This is an optimization exercise on Yosys and OpenROAD, whose aim is small area, a short achievable clock period and few clock cycles per item, not a production implementation.
The RTL of this run was laid out without a check of its function.

==> design.v <==
module aes_inv_sub_bytes (
  input  logic         i_clk,
  input  logic         i_rst,
  input  logic         i_valid,
  input  logic [127:0] i_data,
  output logic         o_ready,
  output logic         o_valid,
  input  logic         i_ready,
  output logic [127:0] o_data
);
  logic [127:0] mapped, in_q, skid_q, out_q, sub;
  logic         in_v_q, skid_v_q, out_v_q, ready_q;
  logic         take, out_free, in_load, skid_v_d;
  for (genvar k = 0; k < 16; k++) begin : g_byte
    aes_inv_sub_bytes_map u_map (.a(i_data[8*k +: 8]), .y(mapped[8*k +: 8]));
    aes_inv_sub_bytes_inv u_inv (.a(in_q[8*k +: 8]), .y(sub[8*k +: 8]));
  end
  assign take     = ready_q & i_valid;
  assign out_free = ~out_v_q | i_ready;             
  assign in_load  = out_free | ~in_v_q;             
  assign skid_v_d = skid_v_q ? ~out_free : (take & in_v_q & ~out_free);
  always_ff @(posedge i_clk or posedge i_rst) begin
    if (i_rst) begin
      in_v_q   <= 1'b0;
      skid_v_q <= 1'b0;
      out_v_q  <= 1'b0;
    end else begin
      if (out_free) out_v_q <= in_v_q;
      if (in_load)  in_v_q  <= skid_v_q | take;
      skid_v_q <= skid_v_d;
    end
  end
  always_ff @(posedge i_clk) ready_q <= ~skid_v_d;
  always_ff @(posedge i_clk) begin
    if (out_free) out_q  <= sub;
    if (in_load)  in_q   <= skid_v_q ? skid_q : mapped;
    if (!skid_v_q) skid_q <= mapped;
  end
  assign o_ready = ready_q;
  assign o_valid = out_v_q;
  assign o_data  = out_q;
endmodule
module aes_inv_sub_bytes_map (
  input  logic [7:0] a,
  output logic [7:0] y
);
  logic n0, n1, n2, n3, n4, n5, n6, n7, n8, n9, n10, n11, n12, n13, n14, n15;
  assign n0 = a[0] ^ a[1];
  assign n1 = n0 ^ a[2];
  assign n2 = n1 ^ a[5];
  assign n3 = n2 ^ a[6];
  assign n4 = n0 ^ a[7];
  assign n5 = a[3] ^ a[5];
  assign n6 = n5 ^ a[6];
  assign n7 = a[1] ^ a[4];
  assign n8 = n7 ^ a[6];
  assign n9 = ~n2;
  assign n10 = a[2] ^ a[4];
  assign n11 = n10 ^ a[5];
  assign n12 = ~n11;
  assign n13 = a[0] ^ a[5];
  assign n14 = n0 ^ a[5];
  assign n15 = ~n14;
  assign y = {n15, n13, n12, n9, n8, n6, n4, n3};
endmodule
module aes_inv_sub_bytes_inv (
  input  logic [7:0] a,
  output logic [7:0] y
);
  logic n0, n1, n2, n3, n4, n5, n6, n7, n8, n9, n10, n11, n12, n13, n14, n15, n16, n17, n18, n19, n20, n21, n22, n23, n24, n25, n26, n27, n28, n29, n30, n31, n32, n33, n34, n35, n36, n37, n38, n39, n40, n41, n42, n43, n44, n45, n46, n47, n48, n49, n50, n51, n52, n53, n54, n55, n56, n57, n58, n59, n60, n61, n62, n63, n64, n65, n66, n67, n68, n69, n70, n71, n72, n73, n74, n75, n76, n77, n78, n79, n80, n81, n82, n83, n84, n85, n86, n87, n88, n89, n90, n91, n92, n93, n94, n95, n96, n97, n98, n99, n100, n101, n102, n103, n104, n105, n106, n107, n108, n109, n110, n111, n112, n113, n114, n115, n116, n117, n118, n119, n120, n121, n122, n123, n124, n125, n126, n127, n128, n129, n130, n131, n132, n133, n134, n135, n136, n137, n138, n139, n140, n141, n142, n143, n144, n145, n146, n147, n148, n149, n150, n151, n152, n153, n154, n155, n156, n157, n158, n159, n160, n161, n162, n163, n164, n165, n166, n167, n168, n169, n170, n171, n172, n173, n174, n175, n176, n177, n178, n179, n180, n181;
  assign n0 = a[4] ^ a[0];
  assign n1 = a[5] ^ a[1];
  assign n2 = a[6] ^ a[2];
  assign n3 = a[7] ^ a[3];
  assign n4 = n2 ^ n0;
  assign n5 = n3 ^ n1;
  assign n6 = n5 ^ n4;
  assign n7 = n6 ^ n4;
  assign n8 = n7 ^ n6;
  assign n9 = n1 ^ n0;
  assign n10 = n9 ^ n0;
  assign n11 = n9 ^ n8;
  assign n12 = n10 ^ n6;
  assign n13 = n3 ^ n2;
  assign n14 = n13 ^ n2;
  assign n15 = n13 ^ n8;
  assign n16 = n14 ^ n6;
  assign n17 = n15 ^ n11;
  assign n18 = n16 ^ n12;
  assign n19 = n18 ^ n17;
  assign n20 = n19 ^ n18;
  assign n21 = n12 ^ n11;
  assign n22 = n21 ^ n11;
  assign n23 = n11 ^ n20;
  assign n24 = n22 ^ n18;
  assign n25 = n16 ^ n15;
  assign n26 = n25 ^ n20;
  assign n27 = n15 ^ n18;
  assign n28 = a[6] ^ a[4];
  assign n29 = a[7] ^ a[5];
  assign n30 = a[2] ^ a[0];
  assign n31 = a[3] ^ a[1];
  assign n32 = n29 ^ n28;
  assign n33 = n31 ^ n30;
  assign n34 = n32 & n33;
  assign n35 = n28 & n30;
  assign n36 = n29 & n31;
  assign n37 = n36 ^ n35;
  assign n38 = n34 ^ n35;
  assign n39 = n38 ^ n37;
  assign n40 = a[5] ^ a[4];
  assign n41 = a[1] ^ a[0];
  assign n42 = n40 & n41;
  assign n43 = a[4] & a[0];
  assign n44 = a[5] & a[1];
  assign n45 = n44 ^ n43;
  assign n46 = n42 ^ n43;
  assign n47 = n45 ^ n39;
  assign n48 = n46 ^ n37;
  assign n49 = a[7] ^ a[6];
  assign n50 = a[3] ^ a[2];
  assign n51 = n49 & n50;
  assign n52 = a[6] & a[2];
  assign n53 = a[7] & a[3];
  assign n54 = n53 ^ n52;
  assign n55 = n51 ^ n52;
  assign n56 = n54 ^ n39;
  assign n57 = n55 ^ n37;
  assign n58 = n23 ^ n47;
  assign n59 = n24 ^ n48;
  assign n60 = n26 ^ n56;
  assign n61 = n27 ^ n57;
  assign n62 = ~n58;
  assign n63 = ~n59;
  assign n64 = ~n60;
  assign n65 = ~n61;
  assign n66 = n58 & n63;
  assign n67 = n66 & n60;
  assign n68 = n67 & n65;
  assign n69 = n58 & n59;
  assign n70 = n69 & n60;
  assign n71 = n70 & n65;
  assign n72 = n68 | n71;
  assign n73 = n62 & n63;
  assign n74 = n73 & n64;
  assign n75 = n74 & n61;
  assign n76 = n72 | n75;
  assign n77 = n66 & n64;
  assign n78 = n77 & n61;
  assign n79 = n76 | n78;
  assign n80 = n62 & n59;
  assign n81 = n80 & n64;
  assign n82 = n81 & n61;
  assign n83 = n79 | n82;
  assign n84 = n69 & n64;
  assign n85 = n84 & n61;
  assign n86 = n83 | n85;
  assign n87 = n73 & n60;
  assign n88 = n87 & n61;
  assign n89 = n86 | n88;
  assign n90 = n67 & n61;
  assign n91 = n89 | n90;
  assign n92 = n87 & n65;
  assign n93 = n80 & n60;
  assign n94 = n93 & n65;
  assign n95 = n92 | n94;
  assign n96 = n95 | n78;
  assign n97 = n96 | n82;
  assign n98 = n97 | n88;
  assign n99 = n98 | n90;
  assign n100 = n93 & n61;
  assign n101 = n99 | n100;
  assign n102 = n70 & n61;
  assign n103 = n101 | n102;
  assign n104 = n81 & n65;
  assign n105 = n84 & n65;
  assign n106 = n104 | n105;
  assign n107 = n106 | n68;
  assign n108 = n107 | n94;
  assign n109 = n108 | n71;
  assign n110 = n109 | n82;
  assign n111 = n110 | n90;
  assign n112 = n111 | n100;
  assign n113 = n77 & n65;
  assign n114 = n113 | n105;
  assign n115 = n114 | n94;
  assign n116 = n115 | n71;
  assign n117 = n116 | n78;
  assign n118 = n117 | n82;
  assign n119 = n118 | n85;
  assign n120 = n119 | n102;
  assign n121 = n112 ^ n91;
  assign n122 = n120 ^ n103;
  assign n123 = n122 ^ n121;
  assign n124 = n123 & n32;
  assign n125 = n121 & n28;
  assign n126 = n122 & n29;
  assign n127 = n126 ^ n125;
  assign n128 = n124 ^ n125;
  assign n129 = n128 ^ n127;
  assign n130 = n103 ^ n91;
  assign n131 = n130 & n40;
  assign n132 = n91 & a[4];
  assign n133 = n103 & a[5];
  assign n134 = n133 ^ n132;
  assign n135 = n131 ^ n132;
  assign n136 = n134 ^ n129;
  assign n137 = n135 ^ n127;
  assign n138 = n120 ^ n112;
  assign n139 = n138 & n49;
  assign n140 = n112 & a[6];
  assign n141 = n120 & a[7];
  assign n142 = n141 ^ n140;
  assign n143 = n139 ^ n140;
  assign n144 = n142 ^ n129;
  assign n145 = n143 ^ n127;
  assign n146 = n123 & n33;
  assign n147 = n121 & n30;
  assign n148 = n122 & n31;
  assign n149 = n148 ^ n147;
  assign n150 = n146 ^ n147;
  assign n151 = n150 ^ n149;
  assign n152 = n130 & n41;
  assign n153 = n91 & a[0];
  assign n154 = n103 & a[1];
  assign n155 = n154 ^ n153;
  assign n156 = n152 ^ n153;
  assign n157 = n155 ^ n151;
  assign n158 = n156 ^ n149;
  assign n159 = n138 & n50;
  assign n160 = n112 & a[2];
  assign n161 = n120 & a[3];
  assign n162 = n161 ^ n160;
  assign n163 = n159 ^ n160;
  assign n164 = n162 ^ n151;
  assign n165 = n163 ^ n149;
  assign n166 = n137 ^ n157;
  assign n167 = n144 ^ n164;
  assign n168 = n166 ^ n158;
  assign n169 = n168 ^ n164;
  assign n170 = n169 ^ n165;
  assign n171 = n157 ^ n164;
  assign n172 = n171 ^ n165;
  assign n173 = n136 ^ n144;
  assign n174 = n173 ^ n145;
  assign n175 = n174 ^ n158;
  assign n176 = n175 ^ n165;
  assign n177 = n137 ^ n158;
  assign n178 = n177 ^ n165;
  assign n179 = n144 ^ n145;
  assign n180 = n179 ^ n157;
  assign n181 = n180 ^ n158;
  assign y = {n145, n181, n178, n176, n172, n170, n167, n166};
endmodule
==> flow/run.sh <==
#!/bin/bash
# Standard ORFS layout (the standard.sh), except that:
#  - Yosys's final ABC technology mapping uses flow/map.abc instead of ORFS's speed script
#    (all other synthesis steps, and so the registers and their names, are the standard ones);
#  - the make variables listed in flow/make_args (one VAR=value per line) are added.
set -euo pipefail
W=$PWD
{
  cat <<'TCL'
proc abc {args} {
  set i [lsearch -exact $args -script]
  if {$i >= 0} { lset args [expr {$i + 1}] $::env(FLOW_ABC_SCRIPT) }
  yosys abc {*}$args
}
TCL
  cat "$W/synth_recipe.tcl"
} > "$W/flow_synth.tcl"
sed "s#$W/synth_recipe.tcl#$W/flow_synth.tcl#g" "$W/standard.sh" > "$W/flow_standard.sh"
grep -q flow_synth.tcl "$W/flow_standard.sh"
export FLOW_ABC_SCRIPT="$W/flow/map.abc"
args=()
if [[ -f "$W/flow/make_args" ]]; then
  while IFS= read -r line; do
    [[ -n "$line" && "$line" != \#* ]] && args+=("$line")
  done < "$W/flow/make_args"
fi
bash "$W/flow_standard.sh" "${args[@]}" finish > "$W/flow_make.log" 2>&1
==> flow/make_args <==
BUFFER_PORTS_ARGS=-buffer_cell sky130_fd_sc_hd__buf_1
SETUP_SLACK_MARGIN=14.8
ADDER_MAP_FILE=
==> flow/map.abc <==
&get -n
&st
&dch -f
&nf -R 1000
&put
==> standard.sh <==
#!/bin/bash
# synth_recipe.tcl (not shown) runs the flow's synth.tcl, then flattens the netlist and writes it again
# the make line also repeats each setting of config.mk as NAME=value (left out here)
make -C /OpenROAD-flow-scripts/flow DESIGN_CONFIG=/design/flow/config.mk WORK_HOME=/design/flow/orfs CLKGATE_MAP_FILE= SYNTH_SCRIPT=/design/flow/synth_recipe.tcl "${@:-finish}"
==> config.mk <==
export PLATFORM = sky130hd
export DESIGN_NAME = aes_inv_sub_bytes
export DESIGN_NICKNAME = aes_inv_sub_bytes
export VERILOG_FILES = /design/flow/design.v
export SDC_FILE = /design/flow/constraint.sdc
export NUM_CORES = 4
export LEC_CHECK = 0
export CAP_MARGIN = 20
export CORE_MARGIN = 2
export CORE_UTILIZATION = 75
export CTS_BUF_LIST = sky130_fd_sc_hd__clkbuf_8
export CTS_CLUSTER_DIAMETER = 50
export CTS_CLUSTER_SIZE = 14
export PLACE_DENSITY = 0.85
export SLEW_MARGIN = 20
==> constraint.sdc <==
create_clock -name core_clock -period 20.0 [get_ports {i_clk}]
set_input_delay 4.0000 -clock core_clock [delete_from_list [all_inputs] [get_ports {i_clk}]]
set_output_delay 4.0000 -clock core_clock [all_outputs]
set_load 0.01 [all_outputs]
==> run_results.csv <==
group,metric,value,unit
run_status,status,"finished clean",
placed_design,detailed_place_hpwl,39.8,mm
timing,hold_viol_final,0,
critical_path,worstSetupStartpointType,"register",
grt,grt_pass1_wl,86.8,mm
yosys,ys_async_sr_fraction,0.00773,
yosys,synth_top_area_cell,"edfxtp_1",
routing,vias,18500,
yosys,synth_edf_count,256,
critical_path,worst_setup_path_end_kind,"output pin",
floorplan,die-area,35800,um^2
grt,grt.overflow.total,0,
timing,rsz0062_at_grt,"true",
placed_design,dp.cells,3341,
routing,via_per_inst,5.41,
critical_path,crit_slowest_cell,"edfxtp_1",
timing,finalSetupViolations,0,
timing,fmax,192,MHz
final_layout,layout.nets,3068,
floorplan,die_h,189,um
timing,tightest_slew,1080,ps
floorplan,rows,67,
yosys,synth_compound_area_frac,0.0439,
critical_path,path_class,"register to output pin",
placed_design,io_buffers,261,
yosys,synthDominantCellAreaShare,0.299,
critical_path,crit_fanout,1,
critical_path,arrival,1210,ps
yosys,avgSynthCellArea,9.79,um^2
floorplan,io_pins,262,
yosys,muxShareOfSynthArea,0.000875,
critical_path,crit_chain,"clkbuf_2",
critical_path,slowest_delay,460,ps
floorplan,initial_utilization,0.764,
critical_path,required,16000,ps
grt,grt.total_usage,0.295,
timing,setup_tns,0,ps
timing,finalCritPeriodShare,0.260,
routing,ant_nets,0,
yosys,synth_area,25700,um^2
yosys,synth_cell_types,32,
clocking,cts.sink_count,388,
clocking,cts-buffers-inserted,41,
yosys,synth_top_family_by_area,"XOR/XNOR gates",
clocking,cts_tree,"done",
yosys,ys_seq_area_frac,0.402,
yosys,netlist_instances,2630,
final_layout,postLayoutCellArea,28200,um^2
yosys,synth-simple-area-share,0.119,
timing,slew_viol_final,0,
routing,routed_wl,53.0,mm
routing,dr.first_iter.drc_count,1122,
final_layout,areaGrowthSynthToFinish,9.53,%
timing,slew_headroom,0.280,
routing,firstDrtPassIters,5,
grt,antenna_found_initial,0,
final_layout,drive_gt1_frac,0.0280,
routing,avgRoutedWirePerCell,15.5,um
placed_design,dpl_cell_area,27400,um^2
yosys,ys_warn_count,1,
flow_run,cap_viol_max_count,0,
critical_path,path_buf_inv,1,
clocking,cts_root_buf,"clkbuf_8",
placed_design,gp_congestion,0.906,
floorplan,die_w,189,um
clocking,clockBufferDepth,3,
timing,period_needed,5210,ps
clocking,path_clk_slew,80,ps
yosys,ys_seq_elements,388,
yosys,synth-xor-area-share,0.431,
clocking,worstSkewPairLatency,600,ps
yosys,ys.flop_type,"edfxtp_1",
yosys,synthTopCellsByArea,"edfxtp_1 (30%), xnor2_1 (29%), xor2_1 (13%), dfxtp_1 (10%), nand2_1 (6.3%)",
final_layout,final.fill_count,2003,
final_layout,stdcell_count,3414,
final_layout,n_antenna_cell,0,
grt,grt_pass1_vias,18600,
timing,clock_skew,33.5,ps
yosys,synthAdderAreaFrac,0,
critical_path,crit_family,"flip-flops",
clocking,htree_num_levels,2,
grt,grt_max_degree,130,
clocking,cts_hold_buf,0,
yosys,synth_nets,2762,
hold_path,hp-class,"register to register",
routing,drc,0,
floorplan,fp.coreArea,33700,um^2
-- layout by cell type, fill, tap and decap left out, drive strengths merged, types with 5 or more instances in the layout --
cell type / netlist / routed
o21ai: 132 / 132
a221o: 6 / 6
clkinvlp: 0 / 5
inv: 0 / 17
buf: 0 / 252
nor3: 8 / 8
clkinv: 17 / 24
nand3b: 9 / 9
nor2: 248 / 248
xor2: 380 / 380
a22oi: 6 / 6
xnor3: 8 / 8
edfxtp: 256 / 256
dfxtp: 129 / 129
nor2b: 8 / 8
a21oi: 40 / 40
clkbuf: 0 / 54
nand2b: 40 / 40
nand2: 433 / 433
xnor2: 865 / 865
-- layout make-up --
type                       count  area [um^2]  share of cell area
sequential                   388        10300               0.367
inverter                      17         76.3             0.00271
clock buffer                  43          592              0.0210
clock inverter                30          214             0.00759
multi-input combinational   2225        15400               0.546
timing repair buffer         263         1010              0.0358
tap                          448          561              0.0199
-- final timing paths --
kind | start | end | slack (ps) | depth (start not counted)
setup / recovery | out_q[62] | o_data[62] | 14790 | 1
hold / removal | skid_q[47] | skid_q[47] | 470 | 2
setup reg to reg | in_q[81] | out_q[82] | 15140 | 16
hold reg to reg | skid_q[47] | skid_q[47] | 470 | 2
max in group asynchronous | i_rst | skid_v_q | 16650 | 2
min in group asynchronous | i_rst | in_v_q | 3230 | 2
-- cell usage after synthesis, drive strengths merged, types with 4 or more instances --
cell type and instances:
a21o 4, a21oi 40, a221o 6, a22oi 6, and2 4, clkinv 17, dfxtp 129, edfxtp 256
nand2 433, nand2b 40, nand3b 9, nor2 248, nor2b 8, nor3 8, o211ai 4, o21ai 132
o31ai 4, or2 4, or3 4, xnor2 865, xnor3 8, xor2 380
-- sequential cells by signal, summed over array words and instances, names as in the netlist --
| register | cells |
|---|---|
| skid_v_q | 1 |
| out_v_q | 1 |
| out_q | 128 |
| ready_q | 1 |
| skid_q | 128 |
| in_q | 128 |
| in_v_q | 1 |
-- timing repair --
item	CTS	global route
gates resized for setup	0	12
buffers inserted	0	0
endpoints found under the setup margin	8	15
-- stage by stage --
stage / worst slack [ps] / utilization / hold slack [ps]
2_1_floorplan: 14800 / - / 426
6_report: 14790 / 0.837 / 469
5_1_grt: 14750 / 0.837 / 492
3_3_place_gp: 14460 / 0.812 / 434
4_1_cts: 14770 / 0.836 / 467
3_5_place_dp: 14410 / 0.812 / 454
-- metal layers --
metal  vias up  GRT usage  wire (um)
met3       107     0.0358       2710
met4         0      0.100       1450
met2       566      0.547      27300
met1      8696      0.355      21600
met5         -          0          0
li1       9116          -          -
-- kinds of logic (layout without fill, tap and decap cells) --
group | count (synthesis) | in the layout
compound gates | 206 | 206
mux | 2 | 2
xor+xnor | 1254 | 1254
flops | 388 | 388
buf+inv | 17 | 353
simple gates | 763 | 763

## static timing again, ports no longer ideal
The results above use ideal ports. As a check the final layout listed here was re-extracted and re-timed, cells and wires unchanged.
Step 1, drivers: a clkbuf_16 drives i_clk and a buf_2 each remaining input, both assumed.
Step 2 times the ports against the registers' clock, not the clock port: input delays grow and output delays shrink by t, the midpoint of the rising clock arrivals with the driver on.
Three values: ideal, step 1, step 2; two values: the first two.
t, ns: 0.638
setup slack, ns: 14.793 / 14.742 / 14.375
worst register clock-pin slew, ns: 0.09 / 0.09
After both steps setup and hold are still met in this run. The setup slack of this run moves by -0.051 ns with the drivers and by -0.418 ns with both steps.
